This is an optimization exercise on Yosys and OpenROAD, whose aim is small area, a short achievable clock period and few clock cycles per item, not a production implementation.
Only simulation tests tie the RTL to the original design; equivalence was not proved.
Power figures rest on the tool's default switching activity, not on a simulated workload.

== v26 ==
==> flow/design.v (excerpt) <==
module adaptive_threshold_heart_rate #(
	parameter int WINDOW_DEPTH = 100,
	parameter int RATE_DEPTH   = 4
) (
	input  logic                         clk,
	input  logic                         arst_n,
	input  logic                         in_valid,
	output logic                         in_ready,
	input  logic [atr_pkg::SMP_W-1:0]    ir_sample,
	input  logic [atr_pkg::TIME_W-1:0]   time_ms,
	input  logic                         beat_detected,
	output logic                         out_valid,
	input  logic                         out_ready,
	output logic [atr_pkg::SMP_W-1:0]    threshold,
	output logic                         above_threshold,
	output logic [atr_pkg::BPM_W-1:0]    instant_bpm,
	output logic [atr_pkg::MEAN_W-1:0]   average_bpm,
	output logic [1:0]                   notify
);
Size in the first run: about 4,600 cells after synthesis, ~100 I/O pins, roughly 86,000 um^2 of cells after synthesis.
export LEC_CHECK = 0
export CAP_MARGIN = 20
export CORE_MARGIN = 2
export CORE_UTILIZATION = 40
export SLEW_MARGIN = 20
create_clock -name core_clock -period 10.0 [get_ports {clk}]
standard.sh (not shown) runs the stock make flow with config.mk's settings and CLKGATE_MAP_FILE= SYNTH_SCRIPT=/design/flow/synth_recipe.tcl, a recipe that flattens the netlist after the stock synthesis.
==> flow/flow/run.sh <==
#!/bin/bash
# Standard ORFS layout, with the timing repair steps aiming at a 3.7 ns period instead of the
# 10 ns clock (setup margin 6.3 ns). The clock, constraints and every other step are the standard ones.
set -euo pipefail
bash standard.sh SETUP_SLACK_MARGIN=6.3 finish > make_finish.log 2>&1
Testbench counts of v26, summed over its fixed seeds: cycles 4,953, items 4,800.
### v26 -> v34
-- flow/design.v --
<<< v26, line 137
	logic [17:0] s0;
	logic [18:0] d0;
	logic [19:0] m3s0;
	logic [31:0] t0;
	logic        b0, v0;
>>> v34, line 137
	logic [17:0] s0;
	logic [18:0] d0;
	logic [31:0] t0;
	logic        b0, v0;
<<< v26, line 176
	logic [7:0]  ring0, ring1, ring2, ring3;
	logic [9:0]  tot_q;
	logic        ddv_q, ddc_q, busy_q, divs_q;
	logic [15:0] dd_q;
	logic        ddz_q, ddbig_q;
>>> v34, line 175
	logic [7:0]  ring0, ring1, ring2, ring3;
	logic [9:0]  tot_q;
	logic        busy_q, ini_q;
	logic [15:0] dd_q;
	logic        ddz_q, ddbig_q;
<<< v26, line 184
	logic [3:0]  pairs_w;
	logic [15:0] quo_w;
	logic        spec_start, abort_w, commit_w, ini_w;
	logic        full_next;
	logic [17:0] old_next;
>>> v34, line 183
	logic [3:0]  pairs_w;
	logic [15:0] quo_w;
	logic        spec_start, abort_w, commit_w;
	logic        full_next;
	logic [17:0] old_next;
<<< v26, line 198
	logic [26:0] above_sum;
	assign g0        = 2'(-s0[1:0]);
	assign above_sum = {2'b0, sum_q} + {{8{d0[18]}}, d0} + 27'(m3s0)
		- {2'b0, s0, 7'(7'd25 * 7'(g0))};
	assign above0    = above_sum[26];
>>> v34, line 197
	logic [26:0] above_sum;
	assign g0        = 2'(-s0[1:0]);
	assign above_sum = {2'b0, sum_q} + {{8{d0[18]}}, d0} + 27'({s0, 1'b0}) + 27'(s0)
		- {2'b0, s0, 7'(7'd25 * 7'(g0))};
	assign above0    = above_sum[26];
<<< v26, line 205
	atr_ctrl u_div (
		.clk   (clk),
		.load  (ini_w),
		.d_in  (dd_q),
		.step  (busy_q && cnt_q != 4'd0),
		.pairs (pairs_w),
		.quo   (quo_w)
>>> v34, line 204
	atr_ctrl u_div (
		.clk   (clk),
		.load  (ini_q),
		.d_in  (dd_q),
		.step  (busy_q && !ini_q && cnt_q != 4'd0),
		.pairs (pairs_w),
		.quo   (quo_w)
<<< v26, line 224
		end
	end
	assign h_ready = !h_bt || (busy_q && cnt_q == 4'd0);
	assign o_free  = !ov || out_ready;
	assign load_o  = o_free && h_valid && h_ready;
	logic kv_next, busy_next, ddv_next, r1_beat_next, consume_w, r0_v_next, r0_beat_next;
	logic badv_d, fadv_d;
	assign kv_next      = kv ? !load_o : (badv_q && v6 && !load_o);
	assign consume_w    = load_o && h_bt;
	assign ini_w        = ddv_q && (!busy_q || consume_w);
	assign busy_next    = (ini_w && !abort_w) || (busy_q && !consume_w && !(abort_w && divs_q));
	assign ddv_next     = spec_start || (ddv_q && !ini_w && !(abort_w && !ddc_q));
	assign r1_beat_next = wen_q ? b0 : (!badv_q && v1 && b1);
	assign r0_v_next    = fadv_q ? in_valid : v0;
	assign r0_beat_next = fadv_q ? (in_valid && beat_detected) : (v0 && b0);
	assign badv_d       = !kv_next;
	assign fadv_d       = badv_d && !(r0_beat_next && (ddv_next || r1_beat_next));
	always_ff @(posedge clk or negedge arst_n) begin
		if (!arst_n) begin
>>> v34, line 223
		end
	end
	assign h_ready = !h_bt || (!ini_q && cnt_q == 4'd0);
	assign o_free  = !ov || out_ready;
	assign load_o  = o_free && h_valid && h_ready;
	logic kv_next, busy_next, consume_w, r0_v_next, r0_beat_next, badv_d, fadv_d;
	assign kv_next      = kv ? !load_o : (badv_q && v6 && !load_o);
	assign consume_w    = load_o && h_bt;
	assign busy_next    = spec_start || (busy_q && !abort_w && !consume_w);
	assign r0_v_next    = fadv_q ? in_valid : v0;
	assign r0_beat_next = fadv_q ? (in_valid && beat_detected) : (v0 && b0);
	assign badv_d       = !kv_next;
	assign fadv_d       = badv_d && !(r0_beat_next && busy_next);
	always_ff @(posedge clk or negedge arst_n) begin
		if (!arst_n) begin
<<< v26, line 254
			s0 <= ir_sample;
			d0 <= {1'b0, ir_sample} - {1'b0, old_next};
			m3s0 <= {1'b0, ir_sample, 1'b0} + {2'b0, ir_sample};
			t0 <= time_ms;
			b0 <= beat_detected;
>>> v34, line 249
			s0 <= ir_sample;
			d0 <= {1'b0, ir_sample} - {1'b0, old_next};
			t0 <= time_ms;
			b0 <= beat_detected;
<<< v26, line 312
		if (!arst_n) begin
			busy_q <= 1'b0;
			divs_q <= 1'b0;
			ddv_q  <= 1'b0;
			ddc_q  <= 1'b0;
			cnt_q  <= '0;
		end else begin
			busy_q <= busy_next;
			ddv_q  <= ddv_next;
			if (spec_start) ddc_q <= 1'b0;
			else if (commit_w) ddc_q <= 1'b1;
			if (ini_w) divs_q <= !ddc_q && !commit_w;
			else if (commit_w) divs_q <= 1'b0;
			if (ini_w) cnt_q <= (ddz_q || ddbig_q) ? 4'd0 : pairs_w;
			else if (busy_q && cnt_q != 4'd0) cnt_q <= cnt_q - 4'd1;
		end
>>> v34, line 306
		if (!arst_n) begin
			busy_q <= 1'b0;
			ini_q  <= 1'b0;
			cnt_q  <= '0;
		end else begin
			busy_q <= busy_next;
			ini_q  <= spec_start;
			if (ini_q) cnt_q <= (ddz_q || ddbig_q) ? 4'd0 : pairs_w;
			else if (busy_q && cnt_q != 4'd0) cnt_q <= cnt_q - 4'd1;
		end
<<< v26, line 333
			ddbig_q <= ddbig_w;
		end
		if (ini_w) begin
			dz_q  <= ddz_q;
			big_q <= ddbig_q;
>>> v34, line 321
			ddbig_q <= ddbig_w;
		end
		if (ini_q) begin
			dz_q  <= ddz_q;
			big_q <= ddbig_q;
## What came out
For power dissipated in sequential cells, v34 and v26 come out practically identical. v34 ended up with met4 as its uppermost layer routed; v26 ended up with met5. Looking at v34 and v26, the overall routed net length is a wash. The run showing the smaller number of inserted filler cells in the final layout is v34. The mux share of post-synthesis cell area on v34 is in line with that on v26. Between v26 and v34, relative slew slack increased. In v34 relative to v26, length of routed wiring on met1 had gone up by a few percent. Min net count of the finished layout across v34 and v26: v34. Looking at cell count across v34 and v26, the one that comes out higher is v26. Total power for v34 is higher than for v26. Compared with v26, the detailed router inserted fewer vias in v34.
Testbench counts of v34, summed over its fixed seeds: cycles 5,003, items 4,800.

-- static timing again, ports no longer ideal --
In the flow no input, the clock included, has a driving cell. The finished layouts below were timed again as built, in two steps. Step 1, drivers: a clkbuf_16 drives clk and a buf_2 each remaining input, both assumed. Step 2 times the ports against the registers' clock, not the clock port: input delays grow and output delays shrink by t, the midpoint of the rising clock arrivals with the driver on. a / b / c = ideal ports / drivers / drivers and shift; a / b = the first two.
run | t, ns | setup slack, ns | worst setup path after step 2 | clock arrival spread, ns
v26 | 0.910 | 6.327 / 6.289 / 5.378 | input to register | 0.058 / 0.059
v34 | 0.887 | 6.079 / 6.079 / 5.452 | input to register | 0.052 / 0.052
After both steps every run listed still meets setup and hold. The setup slack of v26, which loses most, moves by -0.038 ns with the drivers and by -0.949 ns with both steps.
